Context: an optimization exercise on an open-source flow, tuned for small area. The choices shown serve that exercise and are no tape-out recipe. Function was checked by simulation only, so behaviour that the tests miss may differ from the original. Power figures rest on the tool's default switching activity, not on a simulated workload. The flow treats the clock pin as an ideal source, which a real chip does not have.

==> flow/design.v (excerpt) <==
module sample_frame_bridge
#(
    parameter int CHANNELS   = sample_bridge_pkg::DEF_CHANNELS,
    parameter int SAMPLE_W   = sample_bridge_pkg::DEF_SAMPLE_W,
    parameter int FIFO_DEPTH = sample_bridge_pkg::DEF_FIFO_DEPTH,
    parameter int DIV_W      = sample_bridge_pkg::DEF_DIV_W,
    localparam int CW = sample_bridge_pkg::idx_w(CHANNELS),
    localparam int LW = sample_bridge_pkg::level_w(FIFO_DEPTH),
    localparam int FW = sample_bridge_pkg::frame_w(CHANNELS, SAMPLE_W)
) (
    input  logic                clk_clk,
    input  logic                reset_reset,
    input  logic                enable,
    input  logic [DIV_W-1:0]    div_value,
    input  logic [FW-1:0]       sample_in,
    output logic                sample_clk,
    output logic [SAMPLE_W-1:0] rd_data,
    output logic [CW-1:0]       rd_chan,
    output logic                rd_valid,
    input  logic                rd_ready,
    input  logic [SAMPLE_W-1:0] wr_data,
    input  logic                wr_valid,
    output logic                wr_ready,
    output logic [FW-1:0]       sample_out,
    output logic [LW-1:0]       fill_level,
    output logic                overrun,
    output logic                underrun,
    input  logic                clear_flags
);
clock: 5.0 ns
lec_check: 0
cap_margin: 20
core_margin: 5
core_utilization: 55
setup_slack_margin: 0.3
slew_margin: 20
standard.sh (not shown) runs the stock make flow with config.mk's settings and CLKGATE_MAP_FILE= SYNTH_SCRIPT=/design/flow/synth_recipe.tcl, a recipe that flattens the netlist after the stock synthesis.
==> flow/flow/run.sh <==
#!/bin/bash
# Layout flow: the standard ORFS flow with three changes.
#  1. Synthesis maps the combinational logic with flow/area_map.abc (area
#     oriented) in place of ORFS's speed script; everything else in the
#     synthesis script (synth_recipe.tcl) is unchanged.
#  2. Port buffers use sky130_fd_sc_hd__buf_1.
#  3. CTS without dummy loads, with larger sink clusters.
set -euo pipefail
here=$(pwd)
{ cat flow/abc_override.tcl; cat synth_recipe.tcl; } > area_synth.tcl
sed "s#SYNTH_SCRIPT=[^ ]*#SYNTH_SCRIPT=$here/area_synth.tcl#" standard.sh > area_standard.sh
export AREA_ABC_SCRIPT=$here/flow/area_map.abc
export BUFFER_PORTS_ARGS="-buffer_cell sky130_fd_sc_hd__buf_1"
export CTS_ARGS="-sink_clustering_enable -repair_clock_nets -dont_use_dummy_load -sink_clustering_size 26 -sink_clustering_max_diameter 120"
bash area_standard.sh "$@" > flow_make.log 2>&1
==> flow/flow/abc_override.tcl <==
# Map the combinational logic with an area-oriented ABC script instead of
# ORFS's delay-oriented one. Registers are untouched (dfflibmap runs before abc).
proc abc {args} {
  set i [lsearch $args -script]
  set a2 [lreplace $args [expr {$i + 1}] [expr {$i + 1}] $::env(AREA_ABC_SCRIPT)]
  yosys abc {*}$a2
}
==> flow/flow/area_map.abc <==
&get -n
&st
&dch
&nf
&put
The first run completed with no timing, DRC or antenna violations.
Next try:
--- a/flow/flow/run.sh
+++ b/flow/flow/run.sh
@@ -13,3 +13,3 @@
 export BUFFER_PORTS_ARGS="-buffer_cell sky130_fd_sc_hd__buf_1"
-export CTS_ARGS="-sink_clustering_enable -repair_clock_nets -dont_use_dummy_load -sink_clustering_size 26 -sink_clustering_max_diameter 120"
+export CTS_ARGS="-sink_clustering_enable -repair_clock_nets -dont_use_dummy_load -sink_clustering_size 30 -sink_clustering_max_diameter 140"
 bash area_standard.sh "$@" > flow_make.log 2>&1
- SYNTH_HIERARCHICAL: default -> 1
After rerunning: Wire length hardly moves; synthesized area stays flat; clock power decreases by a few percent; maximum frequency increases by a few percent.
Next try:
==> flow/run.sh (new file) <==
#!/bin/bash
# synth_recipe.tcl (not shown) runs the flow's synth.tcl, then flattens the netlist and writes it again
# the make line also repeats each setting of config.mk as NAME=value (left out here)
make -C /OpenROAD-flow-scripts/flow DESIGN_CONFIG=/design/flow/config.mk WORK_HOME=/design/flow/orfs CLKGATE_MAP_FILE= SYNTH_SCRIPT=/design/flow/synth_recipe.tcl finish
- CTS_CLUSTER_DIAMETER: default -> 120
- CTS_CLUSTER_SIZE: default -> 26
- SETUP_SLACK_MARGIN: 0.3 -> default
removed: flow/flow/run.sh
removed: flow/flow/abc_override.tcl
removed: flow/flow/area_map.abc
removed: flow/standard.sh
After rerunning:
- sequential cell count stays the same
- power went up by 6.5%
- fmax goes down by 9.8%
- wire length rises by 9.9%
- design area climbs by 7.0%
- count of clock-buffer cells in the layout increases by 14
- hold slack gains 0.17 ns
- clock skew fell by 0.019 ns
- setup slack loses 0.48 ns
- cell count went up by 9.7%
Next try:
==> flow/flow/run.sh (new file) <==
#!/bin/bash
# Layout flow: the standard ORFS flow with three changes.
#  1. Synthesis maps the combinational logic with flow/area_map.abc (area
#     oriented) in place of ORFS's speed script; everything else in the
#     synthesis script (synth_recipe.tcl) is unchanged.
#  2. Port buffers use sky130_fd_sc_hd__buf_1.
#  3. CTS without dummy loads, with larger sink clusters.
set -euo pipefail
here=$(pwd)
{ cat flow/abc_override.tcl; cat synth_recipe.tcl; } > area_synth.tcl
sed "s#SYNTH_SCRIPT=[^ ]*#SYNTH_SCRIPT=$here/area_synth.tcl#" standard.sh > area_standard.sh
export AREA_ABC_SCRIPT=$here/flow/area_map.abc
export BUFFER_PORTS_ARGS="-buffer_cell sky130_fd_sc_hd__buf_1"
export CTS_ARGS="-sink_clustering_enable -repair_clock_nets -dont_use_dummy_load -sink_clustering_size 26 -sink_clustering_max_diameter 120"
bash area_standard.sh "$@" > flow_make.log 2>&1
==> flow/flow/abc_override.tcl (new file) <==
# Map the combinational logic with an area-oriented ABC script instead of
# ORFS's delay-oriented one. Registers are untouched (dfflibmap runs before abc).
proc abc {args} {
  set i [lsearch $args -script]
  set a2 [lreplace $args [expr {$i + 1}] [expr {$i + 1}] $::env(AREA_ABC_SCRIPT)]
  yosys abc {*}$a2
}
==> flow/flow/area_map.abc (new file) <==
&get -n
&st
&dch
&nf
&put
==> flow/standard.sh (new file) <==
#!/bin/bash
# synth_recipe.tcl (not shown) runs the flow's synth.tcl, then flattens the netlist and writes it again
# the make line also repeats each setting of config.mk as NAME=value (left out here)
make -C /OpenROAD-flow-scripts/flow DESIGN_CONFIG=/design/flow/config.mk WORK_HOME=/design/flow/orfs CLKGATE_MAP_FILE= SYNTH_SCRIPT=/design/flow/synth_recipe.tcl "${@:-finish}"
- CTS_CLUSTER_DIAMETER: 120 -> default
- CTS_CLUSTER_SIZE: 26 -> default
- SETUP_SLACK_MARGIN: default -> 0.3
removed: flow/run.sh
Effect: The new run finished clean. First-iteration DRC count grows by about 25%. Global-route usage shrinks by 1.7 points. Area after synthesis shrinks by about 3.2%.
Next try:
--- a/flow/flow/run.sh
+++ b/flow/flow/run.sh
@@ -13,3 +13,3 @@
 export BUFFER_PORTS_ARGS="-buffer_cell sky130_fd_sc_hd__buf_1"
-export CTS_ARGS="-sink_clustering_enable -repair_clock_nets -dont_use_dummy_load -sink_clustering_size 26 -sink_clustering_max_diameter 120"
+export CTS_ARGS="-sink_clustering_enable -repair_clock_nets -dont_use_dummy_load -sink_clustering_size 30 -sink_clustering_max_diameter 140"
 bash area_standard.sh "$@" > flow_make.log 2>&1
- GPL_TIMING_DRIVEN: default -> 0
Effect:
- The new run produced a clean layout
- clock-buffer cell count goes down by 6
- worst hold slack degrades by 0.0079 ns
- register-to-register slack degrades by 0.62 ns
- fmax goes down by 3.0%
- via count hardly moves
- sequential share of layout area goes down by 1.2 points
- clock power goes down by 5.2%

==> what the ideal ports hide <==
The flow's constraints put no driver on any port. The routed layouts listed below were extracted and timed again, unchanged, in two steps.
Step 1 assumes that a clkbuf_16 drives the clock port and a buf_2 every other input.
Step 2 adds t to the input delays and takes it off the output delays; t is the mean of the earliest and latest rising clock arrival at the registers after step 1. Input paths then give back, and output paths get back, about the clock's delay inside the block.
a / b / c = ideal / step 1 / step 2; a / b = the first two.
run	t (ns)	slack for setup (ns)	worst hold slack (ns)	cell pins on the clock port's net
the first run	0.673	0.390 / 0.326 / 0.999	0.420 / 0.388 / 0.420	1
the second run	0.676	0.587 / 0.522 / 0.707	0.251 / 0.211 / 0.406	1
the third run	0.691	0.109 / 0.044 / 0.363	0.420 / 0.420 / 0.420	1
the fourth run	0.682	0.525 / 0.459 / 0.723	0.228 / 0.187 / 0.425	1
the fifth run	0.672	0.386 / 0.318 / -0.089	0.220 / 0.180 / 0.393	1
Met with ideal ports but missed after step 2: setup timing in the fifth run. The setup slack of the fifth run, which loses most, moves by -0.068 ns with the drivers and by -0.475 ns with both steps.
